Source: an optimization exercise on an open RTL-to-GDS flow (aim: small area, a short achievable clock period and few clock cycles per item). Production flows keep margins and buffers that such runs may drop. Only simulation tests tie the RTL to the original design; equivalence was not proved. Power is estimated from default activity; no workload was simulated.

### flow/config.mk
export PLATFORM = sky130hd
export DESIGN_NAME = core_load_balance_decider
export DESIGN_NICKNAME = core_load_balance_decider
export VERILOG_FILES = /design/flow/design.v
export SDC_FILE = /design/flow/constraint.sdc
export NUM_CORES = 4
export LEC_CHECK = 0
export CAP_MARGIN = 20
export CORE_MARGIN = 2
export CORE_UTILIZATION = 40
export SLEW_MARGIN = 20
### flow/constraint.sdc
create_clock -name core_clock -period 6.0 [get_ports {clk}]
set_input_delay 1.2000 -clock core_clock [delete_from_list [all_inputs] [get_ports {clk}]]
set_output_delay 1.2000 -clock core_clock [all_outputs]
set_load 0.01 [all_outputs]
### flow/design.v
package clbd_pkg;
  localparam int NUM_CORES_DEF      = 8;
  localparam int THREAD_ID_BITS_DEF = 8;
  localparam int KIND_W     = 2;
  localparam int CORE_W     = 3;
  localparam int COUNT_W    = 64;
  localparam int TID_W      = 8;
  localparam int ACTIVE_W   = 4;
  localparam int INTERVAL_W = 32;
  localparam int PCT_W      = 7;
  localparam int QUO_W      = 7;
  localparam int NUM_W      = INTERVAL_W + QUO_W;
  localparam int CFG_IDX_W  = 3;
  localparam int CFG_DATA_W = 32;
  localparam int CMD_W      = KIND_W + CORE_W + COUNT_W + TID_W + 1;
  localparam int RES_W      = 1 + 1 + CORE_W + CORE_W + 1 + TID_W;
  localparam logic [PCT_W-1:0]      PCT_FULL     = 7'd100;
  localparam logic [PCT_W-1:0]      RST_HIGH_THR = 7'd75;
  localparam logic [PCT_W-1:0]      RST_LOW_THR  = 7'd25;
  localparam logic [ACTIVE_W-1:0]   RST_ACTIVE   = 4'd8;
  localparam logic [INTERVAL_W-1:0] RST_INTERVAL = 32'd100000;
  localparam logic [KIND_W-1:0] KIND_SAMPLE = 2'd0;
  localparam logic [KIND_W-1:0] KIND_EVAL   = 2'd1;
  localparam logic [KIND_W-1:0] KIND_OFFER  = 2'd2;
  localparam logic [KIND_W-1:0] KIND_END    = 2'd3;
  localparam logic [CFG_IDX_W-1:0] REG_ENABLE   = 3'd0;
  localparam logic [CFG_IDX_W-1:0] REG_ACTIVE   = 3'd1;
  localparam logic [CFG_IDX_W-1:0] REG_INTERVAL = 3'd2;
  localparam logic [CFG_IDX_W-1:0] REG_HIGH     = 3'd3;
  localparam logic [CFG_IDX_W-1:0] REG_LOW      = 3'd4;
  localparam logic REPORT_EVAL = 1'b0;
  localparam logic REPORT_END  = 1'b1;
  typedef struct packed {
    logic                  enable;
    logic [ACTIVE_W-1:0]   active_cores;
    logic [INTERVAL_W-1:0] interval;
    logic [PCT_W-1:0]      high_thr;
    logic [PCT_W-1:0]      low_thr;
  } cfg_t;
  typedef struct packed {
    logic [KIND_W-1:0]  kind;
    logic [CORE_W-1:0]  core;
    logic [COUNT_W-1:0] value;
    logic [TID_W-1:0]   tid;
    logic               excl;
  } cmd_t;
  typedef struct packed {
    logic              report_kind;
    logic              balance_needed;
    logic [CORE_W-1:0] busy_core;
    logic [CORE_W-1:0] idle_core;
    logic              migrate;
    logic [TID_W-1:0]  chosen_thread;
  } res_t;
  typedef struct packed {
    logic                  go;
    logic [NUM_W-1:0]      num;
    logic [INTERVAL_W-1:0] den;
  } div_req_t;
  typedef struct packed {
    logic             done;
    logic [QUO_W-1:0] quo;
  } div_rsp_t;
endpackage
import clbd_pkg::*;
module clbd_front #(
  parameter int NUM_CORES = NUM_CORES_DEF
) (
  input  logic               clk,
  input  logic               rst_n,
  input  logic               cfg_enable,
  input  logic               in_push,
  output logic               in_full,
  input  logic [KIND_W-1:0]  in_kind,
  input  logic [CORE_W-1:0]  in_core_index,
  input  logic [COUNT_W-1:0] in_idle_count,
  input  logic [TID_W-1:0]   in_thread_id,
  input  logic [COUNT_W-1:0] in_run_count,
  input  logic               in_excluded,
  output logic               cmd_valid,
  input  logic               cmd_ready,
  output clbd_pkg::cmd_t               cmd
);
  localparam int CQ_DEPTH = 2;
  localparam int CQ_AW    = 1;
  logic [CMD_W-1:0] q_r [CQ_DEPTH];
  logic [CQ_AW-1:0] wr_ptr_r;
  logic [CQ_AW-1:0] rd_ptr_r;
  logic [CQ_AW:0]   cnt_r;
  logic             accept;
  logic             keep;
  logic             pop;
  clbd_pkg::cmd_t             cmd_in;
  assign accept = in_push && !in_full;
  assign keep   = accept && cfg_enable &&
                  !(in_kind == KIND_SAMPLE && 32'(in_core_index) >= 32'(NUM_CORES));
  assign pop    = cmd_valid && cmd_ready;
  always_comb begin
    cmd_in.kind  = in_kind;
    cmd_in.core  = in_core_index;
    cmd_in.value = (in_kind == KIND_SAMPLE) ? in_idle_count : in_run_count;
    cmd_in.tid   = in_thread_id;
    cmd_in.excl  = in_excluded;
  end
  assign in_full   = (cnt_r == (CQ_AW+1)'(CQ_DEPTH));
  assign cmd_valid = (cnt_r != '0);
  assign cmd       = q_r[rd_ptr_r];
  always_ff @(posedge clk) begin
    if (!rst_n) begin
      wr_ptr_r <= '0;
      rd_ptr_r <= '0;
      cnt_r    <= '0;
    end else begin
      if (keep) begin
        wr_ptr_r <= wr_ptr_r + CQ_AW'(1);
      end
      if (pop) begin
        rd_ptr_r <= rd_ptr_r + CQ_AW'(1);
      end
      if (keep && !pop) begin
        cnt_r <= cnt_r + (CQ_AW+1)'(1);
      end else if (pop && !keep) begin
        cnt_r <= cnt_r - (CQ_AW+1)'(1);
      end
    end
  end
  always_ff @(posedge clk) begin
    if (keep) begin
      q_r[wr_ptr_r] <= cmd_in;
    end
  end
endmodule
import clbd_pkg::*;
module clbd_div (
  input  logic     clk,
  input  logic     rst_n,
  input  clbd_pkg::div_req_t req,
  output clbd_pkg::div_rsp_t rsp
);
  localparam int CNT_W = $clog2(QUO_W);
  logic             busy_r;
  logic             done_r;
  logic [CNT_W-1:0] cnt_r;
  logic [NUM_W-1:0] rem_r;
  logic [NUM_W-1:0] dsh_r;
  logic [QUO_W-1:0] quo_r;
  logic             ge;
  assign ge = (rem_r >= dsh_r);
  always_ff @(posedge clk) begin
    if (!rst_n) begin
      busy_r <= 1'b0;
      done_r <= 1'b0;
      cnt_r  <= '0;
    end else begin
      done_r <= 1'b0;
      if (req.go) begin
        busy_r <= 1'b1;
        cnt_r  <= CNT_W'(QUO_W - 1);
      end else if (busy_r) begin
        cnt_r <= cnt_r - CNT_W'(1);
        if (cnt_r == '0) begin
          busy_r <= 1'b0;
          done_r <= 1'b1;
        end
      end
    end
  end
  always_ff @(posedge clk) begin
    if (req.go) begin
      rem_r <= req.num;
      dsh_r <= NUM_W'(req.den) << (QUO_W - 1);
      quo_r <= '0;
    end else if (busy_r) begin
      if (ge) begin
        rem_r <= rem_r - dsh_r;
      end
      dsh_r <= dsh_r >> 1;
      quo_r <= {quo_r[QUO_W-2:0], ge};
    end
  end
  assign rsp.done = done_r;
  assign rsp.quo  = quo_r;
endmodule
import clbd_pkg::*;
module clbd_back #(
  parameter int NUM_CORES      = NUM_CORES_DEF,
  parameter int THREAD_ID_BITS = THREAD_ID_BITS_DEF
) (
  input  logic     clk,
  input  logic     rst_n,
  input  clbd_pkg::cfg_t     cfg,
  input  logic     cmd_valid,
  output logic     cmd_ready,
  input  clbd_pkg::cmd_t     cmd,
  output clbd_pkg::div_req_t div_req,
  input  clbd_pkg::div_rsp_t div_rsp,
  output logic     out_empty,
  input  logic     out_pop,
  output clbd_pkg::res_t     res
);
  localparam int CIW   = (NUM_CORES > 1) ? $clog2(NUM_CORES) : 1;
  localparam int CNT_W = $clog2(NUM_CORES + 1);
  localparam int TIDW  = THREAD_ID_BITS;
  localparam int OQ_DEPTH = 2;
  localparam int OQ_AW    = 1;
  localparam logic [2:0] S_IDLE  = 3'd0;
  localparam logic [2:0] S_DELTA = 3'd1;
  localparam logic [2:0] S_MUL   = 3'd2;
  localparam logic [2:0] S_DIVGO = 3'd3;
  localparam logic [2:0] S_DIV   = 3'd4;
  localparam logic [2:0] S_SCAN  = 3'd5;
  localparam logic [2:0] S_EVAL  = 3'd6;
  logic [2:0]         state_r;
  logic [2:0]         state_nxt;
  logic [COUNT_W-1:0] last_idle_r [NUM_CORES];
  logic [PCT_W-1:0]   load_r [NUM_CORES];
  logic               scan_active_r;
  logic [CIW-1:0]     busy_sel_r;
  logic [CIW-1:0]     idle_sel_r;
  logic [COUNT_W-1:0] best_count_r;
  logic [TIDW-1:0]    best_thread_r;
  logic               best_found_r;
  logic [CIW-1:0]     cur_core_r;
  logic [COUNT_W-1:0] cur_value_r;
  logic [COUNT_W-1:0] delta_r;
  logic [NUM_W-1:0]   prod_r;
  logic [CNT_W-1:0]   idx_r;
  logic [CNT_W-1:0]   n_r;
  logic [PCT_W-1:0]   max_load_r;
  logic [PCT_W-1:0]   min_load_r;
  logic [CIW-1:0]     max_i_r;
  logic [CIW-1:0]     min_i_r;
  logic               max_ok_r;
  logic               min_ok_r;
  logic [RES_W-1:0] oq_r [OQ_DEPTH];
  logic [OQ_AW-1:0]   oq_wr_r;
  logic [OQ_AW-1:0]   oq_rd_r;
  logic [OQ_AW:0]     oq_cnt_r;
  logic               oq_full;
  logic               fire;
  logic               push_end;
  logic               push_eval;
  logic               oq_push;
  logic               oq_pop;
  logic               offer_hit;
  logic               need;
  logic [PCT_W-1:0]   scan_load;
  logic [CNT_W-1:0]   n_cfg;
  clbd_pkg::res_t               res_in;
  assign oq_full   = (oq_cnt_r == (OQ_AW+1)'(OQ_DEPTH));
  assign out_empty = (oq_cnt_r == '0);
  assign oq_pop    = out_pop && !out_empty;
  assign res       = oq_r[oq_rd_r];
  assign cmd_ready = (state_r == S_IDLE) &&
                     !(cmd.kind == KIND_END && scan_active_r && oq_full);
  assign fire      = cmd_valid && cmd_ready;
  assign push_end  = fire && cmd.kind == KIND_END && scan_active_r;
  assign push_eval = (state_r == S_EVAL) && !oq_full;
  assign oq_push   = push_end || push_eval;
  assign offer_hit = scan_active_r && !cmd.excl &&
                     (32'(cmd.core) == 32'(busy_sel_r)) && (cmd.value > best_count_r);
  assign need = max_ok_r && min_ok_r && (max_i_r != min_i_r) &&
                (max_load_r >= cfg.high_thr) && (min_load_r <= cfg.low_thr);
  assign scan_load = load_r[idx_r[CIW-1:0]];
  assign n_cfg     = (32'(cfg.active_cores) > 32'(NUM_CORES)) ? CNT_W'(NUM_CORES)
                                                               : CNT_W'(cfg.active_cores);
  always_comb begin
    if (push_eval) begin
      res_in.report_kind    = REPORT_EVAL;
      res_in.balance_needed = need;
      res_in.busy_core      = CORE_W'(max_i_r);
      res_in.idle_core      = CORE_W'(min_i_r);
      res_in.migrate        = 1'b0;
      res_in.chosen_thread  = '0;
    end else begin
      res_in.report_kind    = REPORT_END;
      res_in.balance_needed = 1'b1;
      res_in.busy_core      = CORE_W'(busy_sel_r);
      res_in.idle_core      = CORE_W'(idle_sel_r);
      res_in.migrate        = best_found_r;
      res_in.chosen_thread  = best_found_r ? TID_W'(best_thread_r) : '0;
    end
  end
  always_comb begin
    div_req.go  = (state_r == S_DIVGO);
    div_req.num = prod_r;
    div_req.den = cfg.interval;
  end
  always_comb begin
    state_nxt = state_r;
    case (state_r)
      S_IDLE: begin
        if (fire && cmd.kind == KIND_SAMPLE) begin
          state_nxt = S_DELTA;
        end else if (fire && cmd.kind == KIND_EVAL) begin
          state_nxt = S_SCAN;
        end
      end
      S_DELTA: begin
        state_nxt = S_MUL;
      end
      S_MUL: begin
        if (cfg.interval == '0 || delta_r >= COUNT_W'(cfg.interval)) begin
          state_nxt = S_IDLE;
        end else begin
          state_nxt = S_DIVGO;
        end
      end
      S_DIVGO: begin
        state_nxt = S_DIV;
      end
      S_DIV: begin
        if (div_rsp.done) begin
          state_nxt = S_IDLE;
        end
      end
      S_SCAN: begin
        if (idx_r >= n_r) begin
          state_nxt = S_EVAL;
        end
      end
      S_EVAL: begin
        if (!oq_full) begin
          state_nxt = S_IDLE;
        end
      end
      default: begin
        state_nxt = S_IDLE;
      end
    endcase
  end
  always_ff @(posedge clk) begin
    if (!rst_n) begin
      state_r       <= S_IDLE;
      scan_active_r <= 1'b0;
      busy_sel_r    <= '0;
      idle_sel_r    <= '0;
      best_count_r  <= '0;
      best_thread_r <= '0;
      best_found_r  <= 1'b0;
      oq_wr_r       <= '0;
      oq_rd_r       <= '0;
      oq_cnt_r      <= '0;
      for (int i = 0; i < NUM_CORES; i++) begin
        last_idle_r[i] <= '0;
        load_r[i]      <= '0;
      end
    end else begin
      state_r <= state_nxt;
      if (fire && cmd.kind == KIND_OFFER && offer_hit) begin
        best_count_r  <= cmd.value;
        best_thread_r <= TIDW'(cmd.tid);
        best_found_r  <= 1'b1;
      end
      if (push_end) begin
        scan_active_r <= 1'b0;
      end
      if (push_eval) begin
        busy_sel_r    <= max_i_r;
        idle_sel_r    <= min_i_r;
        scan_active_r <= need;
        best_count_r  <= '0;
        best_thread_r <= '0;
        best_found_r  <= 1'b0;
      end
      if (state_r == S_DELTA) begin
        last_idle_r[cur_core_r] <= cur_value_r;
      end
      if (state_r == S_MUL && cfg.interval != '0 &&
          delta_r >= COUNT_W'(cfg.interval)) begin
        load_r[cur_core_r] <= '0;
      end
      if (state_r == S_DIV && div_rsp.done) begin
        load_r[cur_core_r] <= PCT_FULL - div_rsp.quo;
      end
      if (oq_push) begin
        oq_wr_r <= oq_wr_r + OQ_AW'(1);
      end
      if (oq_pop) begin
        oq_rd_r <= oq_rd_r + OQ_AW'(1);
      end
      if (oq_push && !oq_pop) begin
        oq_cnt_r <= oq_cnt_r + (OQ_AW+1)'(1);
      end else if (oq_pop && !oq_push) begin
        oq_cnt_r <= oq_cnt_r - (OQ_AW+1)'(1);
      end
    end
  end
  always_ff @(posedge clk) begin
    if (oq_push) begin
      oq_r[oq_wr_r] <= res_in;
    end
    if (fire && cmd.kind == KIND_SAMPLE) begin
      cur_core_r  <= CIW'(cmd.core);
      cur_value_r <= cmd.value;
    end
    if (state_r == S_DELTA) begin
      delta_r <= cur_value_r - last_idle_r[cur_core_r];
    end
    if (state_r == S_MUL) begin
      prod_r <= NUM_W'(delta_r[INTERVAL_W-1:0]) * NUM_W'(PCT_FULL);
    end
    if (fire && cmd.kind == KIND_EVAL) begin
      idx_r      <= '0;
      n_r        <= n_cfg;
      max_load_r <= '0;
      min_load_r <= PCT_FULL;
      max_i_r    <= '0;
      min_i_r    <= '0;
      max_ok_r   <= 1'b0;
      min_ok_r   <= 1'b0;
    end else if (state_r == S_SCAN && idx_r < n_r) begin
      idx_r <= idx_r + CNT_W'(1);
      if (scan_load > max_load_r) begin
        max_load_r <= scan_load;
        max_i_r    <= idx_r[CIW-1:0];
        max_ok_r   <= 1'b1;
      end
      if (scan_load < min_load_r) begin
        min_load_r <= scan_load;
        min_i_r    <= idx_r[CIW-1:0];
        min_ok_r   <= 1'b1;
      end
    end
  end
endmodule
import clbd_pkg::*;
module core_load_balance_decider #(
  parameter int NUM_CORES      = NUM_CORES_DEF,
  parameter int THREAD_ID_BITS = THREAD_ID_BITS_DEF
) (
  input  logic                  clk,
  input  logic                  rst_n,
  input  logic                  in_push,
  output logic                  in_full,
  input  logic [KIND_W-1:0]     in_kind,
  input  logic [CORE_W-1:0]     in_core_index,
  input  logic [COUNT_W-1:0]    in_idle_count,
  input  logic [TID_W-1:0]      in_thread_id,
  input  logic [COUNT_W-1:0]    in_run_count,
  input  logic                  in_excluded,
  output logic                  out_empty,
  input  logic                  out_pop,
  output logic                  out_report_kind,
  output logic                  out_balance_needed,
  output logic [CORE_W-1:0]     out_busy_core,
  output logic [CORE_W-1:0]     out_idle_core,
  output logic                  out_migrate,
  output logic [TID_W-1:0]      out_chosen_thread,
  input  logic                  cfg_wr_en,
  input  logic [CFG_IDX_W-1:0]  cfg_index,
  input  logic [CFG_DATA_W-1:0] cfg_wdata
);
  clbd_pkg::cfg_t     cfg_r;
  logic     cmd_valid;
  logic     cmd_ready;
  clbd_pkg::cmd_t     cmd;
  clbd_pkg::div_req_t div_req;
  clbd_pkg::div_rsp_t div_rsp;
  clbd_pkg::res_t     res;
  always_ff @(posedge clk) begin
    if (!rst_n) begin
      cfg_r.enable       <= 1'b1;
      cfg_r.active_cores <= RST_ACTIVE;
      cfg_r.interval     <= RST_INTERVAL;
      cfg_r.high_thr     <= RST_HIGH_THR;
      cfg_r.low_thr      <= RST_LOW_THR;
    end else if (cfg_wr_en) begin
      case (cfg_index)
        REG_ENABLE:   cfg_r.enable       <= cfg_wdata[0];
        REG_ACTIVE:   cfg_r.active_cores <= cfg_wdata[ACTIVE_W-1:0];
        REG_INTERVAL: cfg_r.interval     <= cfg_wdata[INTERVAL_W-1:0];
        REG_HIGH:     cfg_r.high_thr     <= cfg_wdata[PCT_W-1:0];
        REG_LOW:      cfg_r.low_thr      <= cfg_wdata[PCT_W-1:0];
        default: begin
        end
      endcase
    end
  end
  clbd_front #(
    .NUM_CORES(NUM_CORES)
  ) u_front (
    .clk          (clk),
    .rst_n        (rst_n),
    .cfg_enable   (cfg_r.enable),
    .in_push      (in_push),
    .in_full      (in_full),
    .in_kind      (in_kind),
    .in_core_index(in_core_index),
    .in_idle_count(in_idle_count),
    .in_thread_id (in_thread_id),
    .in_run_count (in_run_count),
    .in_excluded  (in_excluded),
    .cmd_valid    (cmd_valid),
    .cmd_ready    (cmd_ready),
    .cmd          (cmd)
  );
  clbd_div u_div (
    .clk  (clk),
    .rst_n(rst_n),
    .req  (div_req),
    .rsp  (div_rsp)
  );
  clbd_back #(
    .NUM_CORES     (NUM_CORES),
    .THREAD_ID_BITS(THREAD_ID_BITS)
  ) u_back (
    .clk      (clk),
    .rst_n    (rst_n),
    .cfg      (cfg_r),
    .cmd_valid(cmd_valid),
    .cmd_ready(cmd_ready),
    .cmd      (cmd),
    .div_req  (div_req),
    .div_rsp  (div_rsp),
    .out_empty(out_empty),
    .out_pop  (out_pop),
    .res      (res)
  );
  assign out_report_kind    = res.report_kind;
  assign out_balance_needed = res.balance_needed;
  assign out_busy_core      = res.busy_core;
  assign out_idle_core      = res.idle_core;
  assign out_migrate        = res.migrate;
  assign out_chosen_thread  = res.chosen_thread;
endmodule
### flow/run.sh
#!/bin/bash
# synth_recipe.tcl (not shown) runs the flow's synth.tcl, then flattens the netlist and writes it again
# the make line also repeats each setting of config.mk as NAME=value (left out here)
make -C /OpenROAD-flow-scripts/flow DESIGN_CONFIG=/design/flow/config.mk WORK_HOME=/design/flow/orfs CLKGATE_MAP_FILE= SYNTH_SCRIPT=/design/flow/synth_recipe.tcl finish
==> run notes <==
internal power = 19.5 mW
count of different cell masters after synthesis = 78
hold_ws = 0.455 ns
I/O pin total = 201
layout cell share with drive strength beyond 1 = 0.117
Wirelength per Cell = 20.5 um
synthesis-to-layout area growth = 14.5%
Port-buffer cells = 200
Post-Syn Area = 61,100 um2
r2r setup slk = 1.12 ns
syn_nets = 5,503
clk buf depth = 3
Post-synth EDFFs = 1,001
worst skew pair latency = 0.78 ns
CP Launch Type = register
P_leak = 26.0 nW
sequential share of power = 0.366
Nets = 5,667
CTS Buf Count = 135
worst slew pin tran = 1.09 ns
dominant synthesized flop cell = edfxtp_1
MaxCap Viol Count = 0
vias per cell = 5.27
CTS Hold Bufs = 0
vias in the first global route = 38,457
ys async rst share = 0
die width = 395 um
Peak VDD IR = 0.314 mV
DP HPWL = 97,100 um
Synth Area per Inst = 12.3 um2
postcts setup bufs = 0
most common cell after layout, fill and taps aside = edfxtp_1
skew final = 0.0490 ns
Die Y = 395 um
Slew headroom = 0.275
global route overflow = 0
Gates resized, CTS repair = 0
sw power = 10.5 mW
mux cell area share after synthesis = 0.110
Hold Crit Class = reg2reg
clock sinks = 1,195
Reg clk slew, reported paths = 0.06 ns
Rows = 143
RSZ-0062 raised after global routing = false
status = timing/DRC/antenna clean
GRT Total Usage = 0.189
FMAX = 0.205 GHz
Clk network pwr share = 0.268
Detail Route Antenna Nets = 0
initial antenna violation count = 0
Pre-Repair DR Iteration Count = 7
Crit Path Max Fanout = 28
pwr dens = 429 nW/um2
CTS tree = yes
Critical Path RT = 6.51 ns
depth of the CTS H-tree = 4
Synth Area in XOR/XNOR = 0.0201
first-pass GRT wire length = 229,000 um
Final Hold Fails = 0
fin. max-slew vios = 0
placed cell area = 65,600 um2
Root Driver = clkbuf_16
Core Area = 152,000 um2
DRT iter0 DRCs = 2,979
final instance area = 69,900 um2
combinational share of power = 0.365
crit share post-route = 0.813
final wirelength = 149,000 um
largest net degree at the start of global routing = 146
final worst path period need = 4.88 ns
Arr. time, crit path = 5.38 ns
Synth Area in Adders = 0.0781
crit end category = register
flops & latches, synth = 1,195
die footprint = 156,000 um2
Syn. warnings = 4
Starting Density = 0.403
DRC errors left = 0
Switching Share = 0.350
largest family of logic cells by synthesized area = simple AND/OR/NAND/NOR gates
most frequent cells in the layout = edfxtp_1, and2_1, nand2_1
Final GP Congestion = 0.895
Via Count = 38,250
post-synthesis instance total = 4,957
register area share after synthesis = 0.556
post-synthesis compound-gate area fraction = 0.0727
critical path class = reg2reg
final setup fails = 0
Post-Synth Simple-Gate Area = 0.127
## registers in the layout, indices dropped and copies added (netlist names), 4 cells and up, named ones only
register	count
cfg_r	51
u_back.best_count_r	64
u_back.best_thread_r	8
u_back.cur_value_r	64
u_back.delta_r	64
u_back.idx_r	4
u_back.last_idle_r	512
u_back.load_r	56
u_back.max_load_r	7
u_back.min_load_r	7
u_back.n_r	4
u_back.oq_r	34
u_back.prod_r	37
u_div.dsh_r	38
u_div.quo_r	7
u_div.rem_r	39
u_front.q_r	156
## cell families after synthesis
kind of cell	Yosys count
xor+xnor	140
simple gates	1505
compound gates	700
mux	474
flops	1195
buf+inv	579
fa+ha+maj	364
## Yosys cell counts (all sizes together), types with 45 or more instances
cell type	number	share of area
inv	338	0.021
xnor2	89	0.013
ha	335	0.069
buf	50	0.0039
nor3	45	0.0037
dfxtp	194	0.064
and2	521	0.053
nor2	222	0.014
o21ai	164	0.013
nand2	411	0.025
clkbuf	188	0.012
nand4	64	0.0066
xor2	51	0.0073
mux4	142	0.052
mux2i	165	0.027
edfxtp	1001	0.49
nand3	74	0.0061
mux2	167	0.031
a21o	90	0.011
a21oi	204	0.017
## power by group through the flow
stage                     registers (mW)  logic (mW)  clock network [mW]
after floorplan                     10.8        8.16                   0
after global routing                11.1        12.2                8.54
after detailed placement            11.2        10.9                   0
final                               11.0        11.0                8.05
after CTS                           11.0        11.0                8.21
after global placement              11.1        10.8                   0
## final cells by class
class,instances,area [um2]
antenna,1,2.50
fill,13840,81800
multi-input combinational,3183,25100
sequential,1195,34000
clock buffer,192,3720
clock inverter,54,601
timing repair buffer,265,2690
tap,2030,2540
inverter,341,1280
## worst paths after layout
kind | start | end | cells after the start
worst min-delay path | u_back.best_count_r[33] | u_back.best_count_r[33] | 2
worst max register to register | register | u_back.delta_r[37] | 13
worst max-delay path | register | u_back.delta_r[37] | 13
worst min register to register | u_back.best_count_r[33] | u_back.best_count_r[33] | 2
## stage by stage
stage	std cells	total power, mW	setup WS (ns)	util	TNS (ns)
6_report	7261	30.0	1.12	0.461	0
5_1_grt	7260	31.8	0.851	0.461	0
4_1_cts	7260	30.2	1.12	0.461	0
3_5_place_dp	7014	22.0	1.14	0.432	0
3_3_place_gp	7014	21.9	1.21	0.432	0
2_1_floorplan	4957	18.9	-0.969	-	-444.96
## critical path, stage by stage (launching register included)
cell,delay [ns]
dfxtp_4,0.42
buf_4,0.51
mux4_2,0.59
mux2i_1,0.18
ha_1,0.33
a21oi_1,0.16
nand2_1,0.06
o21ai_1,0.39
a41oi_1,0.35
a2111oi_2,0.65
o31ai_1,0.29
a21boi_1,0.32
o21ai_0,0.16
xor2_1,0.16
## routing by layer
layer,up-vias,wire (um),GRT usage
li1,18283,-,-
met1,18831,68500,0.264
met2,946,70100,0.310
met3,190,7260,0.0291
met4,0,2810,0.0450
met5,-,0,0
Testbench counts, summed over its fixed seeds: cycles 32,654, items 4,345.

[re-timing with driven ports]
Ports are ideal in the flow. The routed layout listed here was re-timed in OpenROAD.
Step 1, drivers: a clkbuf_16 drives clk and a buf_2 each remaining input, both assumed.
Step 2, shift: input delay + t, output delay - t, t = (earliest + latest rising clock arrival at the registers) / 2. This alone moves slack from input paths to output paths.
Slacks: no drivers / after step 1 / after step 2; pairs: no drivers / after step 1.
t, ns: 0.834
setup WS [ns]: 1.124 / 1.124 / 1.124
worst register clock-pin slew, ns: 0.06 / 0.06
After both steps setup and hold are still met in this run. For this run, drivers alone change the setup slack by 0.000 ns; drivers and shift together by 0.000 ns.
